From an optimization exercise on the open Yosys and OpenROAD flow, aimed at small area, a short achievable clock period and few clock cycles per item; shortcuts taken in it are not production practice. The RTL was checked by simulation tests, not by an equivalence proof against the original design.

== v22 ==
Design gradient_stop_colormap_unit, start of the top module:
module gradient_stop_colormap_unit (
   input  logic         clock,
   input  logic         reset,
   input  logic         csr_we,
   input  logic [2:0]   csr_index,
   input  logic [31:0]  csr_wdata,
   input  logic         req_tvalid,
   output logic         req_tready,
   input  logic [7:0]   req_tdata,    
   output logic         rsp_tvalid,
   input  logic         rsp_tready,
   output logic [23:0]  rsp_tdata     
);
Size: ~3900 cells after synthesis, roughly 890 flip-flops, roughly 74 I/O pins, roughly 45000 um^2 of cells after synthesis.
clock: 9.0 ns
lec_check: 0
cap_margin: 20
core_margin: 2
core_utilization: 55
cts_cluster_diameter: 80
cts_cluster_size: 28
setup_slack_margin: 4.75
slew_margin: 20
run.sh (not shown) runs the stock make flow with config.mk's settings and CLKGATE_MAP_FILE= SYNTH_SCRIPT=/design/flow/synth_recipe.tcl, a recipe that flattens the netlist after the stock synthesis.
Testbench counts of v22, summed over its fixed seeds: cycles 18,373, items 16,000.
--- input diff v22..v26 ---
- a change of CORE_UTILIZATION from 55 to 70
- a deleted CTS_CLUSTER_SIZE that had been 28
- a deleted CTS_CLUSTER_DIAMETER that had been 80
- a change of SETUP_SLACK_MARGIN from 4.75 to 4.5
### Flow results
Clock tree cell share of total cell area in v26 is 2.9 points higher than in v22
> inputs changed (v26 -> v7)
- CTS_CLUSTER_SIZE: unset -> 24
- CTS_BUF_LIST: unset -> sky130_fd_sc_hd__clkbuf_4 sky130_fd_sc_hd__clkbuf_8
- CORE_UTILIZATION: 70 -> 55
==> run notes <==
- | number of tap cells added at floorplan | v7 vs v26 | 215 higher |
- Of the two values seen for highest-delay cell along the critical path, sky130_fd_sc_hd__clkdlybuf4s50_1 was produced by v7 and sky130_fd_sc_hd__mux2_2 by v26.
- The lower number of setup buffers added after CTS came out of v26.
- v7 vs v26, worst setup path startpoint: req_tdata[5] vs u_back.d0[55]$_DFF_P_
- v7 vs. v26: detailed-routing iteration count for the pre-antenna-repair pass increased by 1 relative to the old numbers; clock skew decreased by 0.0035 ns relative to the old numbers; core utilization decreased by 17 points relative to the old numbers; count of clock-buffer cells in the layout increased by 100 relative to the old numbers.
- Compared with v26, v7 has extra setup slack.
[inputs] v47 vs v7
- clearing CTS_BUF_LIST, which used to be sky130_fd_sc_hd__clkbuf_4 sky130_fd_sc_hd__clkbuf_8
- clearing CTS_CLUSTER_SIZE, which used to be 24
- swapping 4.5 for 3.5 in SETUP_SLACK_MARGIN
- swapping 55 for 70 in CORE_UTILIZATION
==> comparison <==
- The final reports for v47 and v7 show shortest clock period the worst path allows after layout higher in the former.
- In the flow results for v47 and v7, the final routed wire length divided by cell count is smaller on v7.
- v47 against v7: worst hold slack went up; clock slew seen by the registers of the worst setup and hold paths did not really move.
- v47 ended up with u_back.d6[72]$_DFF_P_ as its startpoint of the most critical setup path; v7 ended up with req_tdata[5].
- In the tables for v47 and v7, number of fill cells in the layout reads lower with v47.
- v47 has completed all stages; timing, DRC and antenna checks passed.

========
the previous run:
Another version of the RTL of gradient_stop_colormap_unit (not shown whole).
Size in the first run: roughly 5400 cells after synthesis, roughly 860 flip-flops, roughly 74 I/O pins, roughly 0.052 mm2 of cells after synthesis.
Settings: LEC_CHECK=0, CAP_MARGIN=20, CORE_MARGIN=2, CORE_UTILIZATION=55, SETUP_SLACK_MARGIN=5, SLEW_MARGIN=20; clock period 9.0 ns.
Testbench counts of the previous run, summed over its fixed seeds: cycles 18,378, items 16,000.
Input changes introduced in the current run (baseline for comparison: the previous run):
# the previous run
export LEC_CHECK = 0
export CAP_MARGIN = 20
export CORE_MARGIN = 2
export CORE_UTILIZATION = 55
export SETUP_SLACK_MARGIN = 5
export SLEW_MARGIN = 20
create_clock -name core_clock -period 9.0 [get_ports {clock}]
# the current run
export LEC_CHECK = 0
export CAP_MARGIN = 20
export CORE_MARGIN = 2
export CORE_UTILIZATION = 40
export SLEW_MARGIN = 20
create_clock -name core_clock -period 9.0 [get_ports {clock}]
Findings:
Compared with the previous run, the current run shows a lower total via count after detailed routing.
As far as synthesized cell count goes, the current run and the previous run are indistinguishable; the numbers are identical.
Critical path launch point = u_back.m_dist[5]: the previous run; critical path launch point = u_back.m_rdist[2]: the current run

========
== try-umber ==
RTL: one of the versions met above, not the one the previous note started from.
Size in the first run: roughly 3900 cells after synthesis, about 890 flip-flops, ~74 I/O pins, ~0.045 sq mm of cells after synthesis.
Design gradient_stop_colormap_unit, start of the top module:
module gradient_stop_colormap_unit (
   input  logic         clock,
   input  logic         reset,
   input  logic         csr_we,
   input  logic [2:0]   csr_index,
   input  logic [31:0]  csr_wdata,
   input  logic         req_tvalid,
   output logic         req_tready,
   input  logic [7:0]   req_tdata,    
   output logic         rsp_tvalid,
   input  logic         rsp_tready,
   output logic [23:0]  rsp_tdata     
);
Settings: LEC_CHECK=0, CAP_MARGIN=20, CORE_MARGIN=2, CORE_UTILIZATION=55, SETUP_SLACK_MARGIN=5, SLEW_MARGIN=20; clock period 9.0 ns.
try-umber went all the way through synthesis, placement and routing and the layout is clean on timing, DRC and antenna.
Testbench counts of try-umber, summed over its fixed seeds: cycles 18,373, items 16,000.
## Diff of input files: try-xenon against try-umber
- SETUP_SLACK_MARGIN now 4.5, was 5
- CTS_CLUSTER_SIZE now 28, previously not set
- CTS_CLUSTER_DIAMETER now 80, previously not set
## What came out
Taking try-umber as 1.0, try-xenon lands at 0.909 on final area.
try-umber has higher wire length than try-xenon.
Compared with try-umber, in try-xenon non-filler instance count after layout went down by 230; met1 demand-to-capacity share in global routing dropped 0.50 points.
Of the two candidates, try-umber has the better final critical path time including I/O delays and setup and try-xenon the worse one.
Comparing try-xenon against try-umber, there is no change at all in count of flip-flops with a built-in enable after synthesis.
Going from try-umber to try-xenon, clock buffer count shrinks by 61.
STATUS wire length of the first global-routing pass: try-xenon wins against try-umber
For try-pepper, these inputs were changed with respect to try-xenon:
- CTS_CLUSTER_DIAMETER no longer set, was 80
- CTS_CLUSTER_SIZE no longer set, was 28
- SETUP_SLACK_MARGIN now 4.75, was 4.5
[summary]
Relative to try-xenon, the number of clock buffer instances in the layout measured on try-pepper has increased by more than 100%. Taking try-xenon as the reference, in try-pepper global-route usage over all layers shows an increase of 0.49 points; sequential share of layout area dropped 2.2 points; total CTS buffers rose by 48. Taking try-xenon as the reference, in try-pepper final-layout non-clock buffer area share increased by 1.1 points relative to the old numbers; slack of the critical path increased by 0.19 ns relative to the old numbers; register-to-register slack increased by 0.12 ns relative to the old numbers. A kind of critical path of in2reg is what try-xenon shows, while reg2reg belongs to try-pepper. On global routing met3 resource utilization, the higher figure sits with try-pepper, not try-xenon.
#### Input delta (try-nickel over try-pepper)
- SETUP_SLACK_MARGIN now 4.5, was 4.75
### Flow results
- Of try-nickel and try-pepper, the higher routed wire length belongs to try-pepper.
- Post-CTS resize count (try-nickel over try-pepper): decrease, 78
- Cmp try-nickel vs try-pepper: count of clock-buffer cells in the layout lower in try-nickel

==> what the ideal ports hide <==
The flow's constraints put no driver on any port. The routed layouts listed below were extracted and timed again, unchanged, in two steps.
Step 1 (the two cells are an assumption about what drives the block):
set clk [get_ports {clock}]
set_driving_cell -lib_cell sky130_fd_sc_hd__clkbuf_16 $clk
set_driving_cell -lib_cell sky130_fd_sc_hd__buf_2 [delete_from_list [all_inputs] $clk]
Step 2 adds t to the input delays and takes it off the output delays; t is the mean of the earliest and latest rising clock arrival at the registers after step 1. Input paths then give back, and output paths get back, about the clock's delay inside the block.
Three values: no drivers, after step 1, after step 2; two values: the first two.
| run | t, ns | setup WS [ns] | hold slack, ns | worst setup path at the end |
|---|---|---|---|---|
| v22 | 0.699 | 4.829 / 4.829 / 4.237 | 0.319 / 0.319 / 0.319 | input to register |
| v26 | 0.695 | 4.609 / 4.609 / 4.090 | 0.300 / 0.300 / 0.300 | input to register |
| v7 | 0.858 | 4.617 / 4.643 / 3.794 | 0.287 / 0.287 / 0.287 | input to register |
| v47 | 0.693 | 3.863 / 3.863 / 3.322 | 0.294 / 0.294 / 0.294 | input to register |
| the previous run | 0.741 | 3.770 / 3.770 / 3.770 | 0.304 / 0.304 / 0.304 | register to register |
| the current run | 0.770 | 2.916 / 2.916 / 2.916 | 0.316 / 0.316 / 0.316 | register to register |
| try-umber | 0.707 | 4.821 / 4.821 / 4.429 | 0.296 / 0.296 / 0.296 | input to register |
| try-xenon | 0.694 | 4.629 / 4.665 / 3.971 | 0.318 / 0.318 / 0.318 | input to register |
| try-pepper | 0.724 | 4.819 / 4.819 / 4.202 | 0.311 / 0.311 / 0.311 | input to register |
| try-nickel | 0.711 | 4.638 / 4.664 / 3.965 | 0.301 / 0.301 / 0.301 | input to register |
After both steps every run listed still meets setup and hold. The setup slack of v7, which loses most, moves by +0.026 ns with the drivers and by -0.823 ns with both steps.
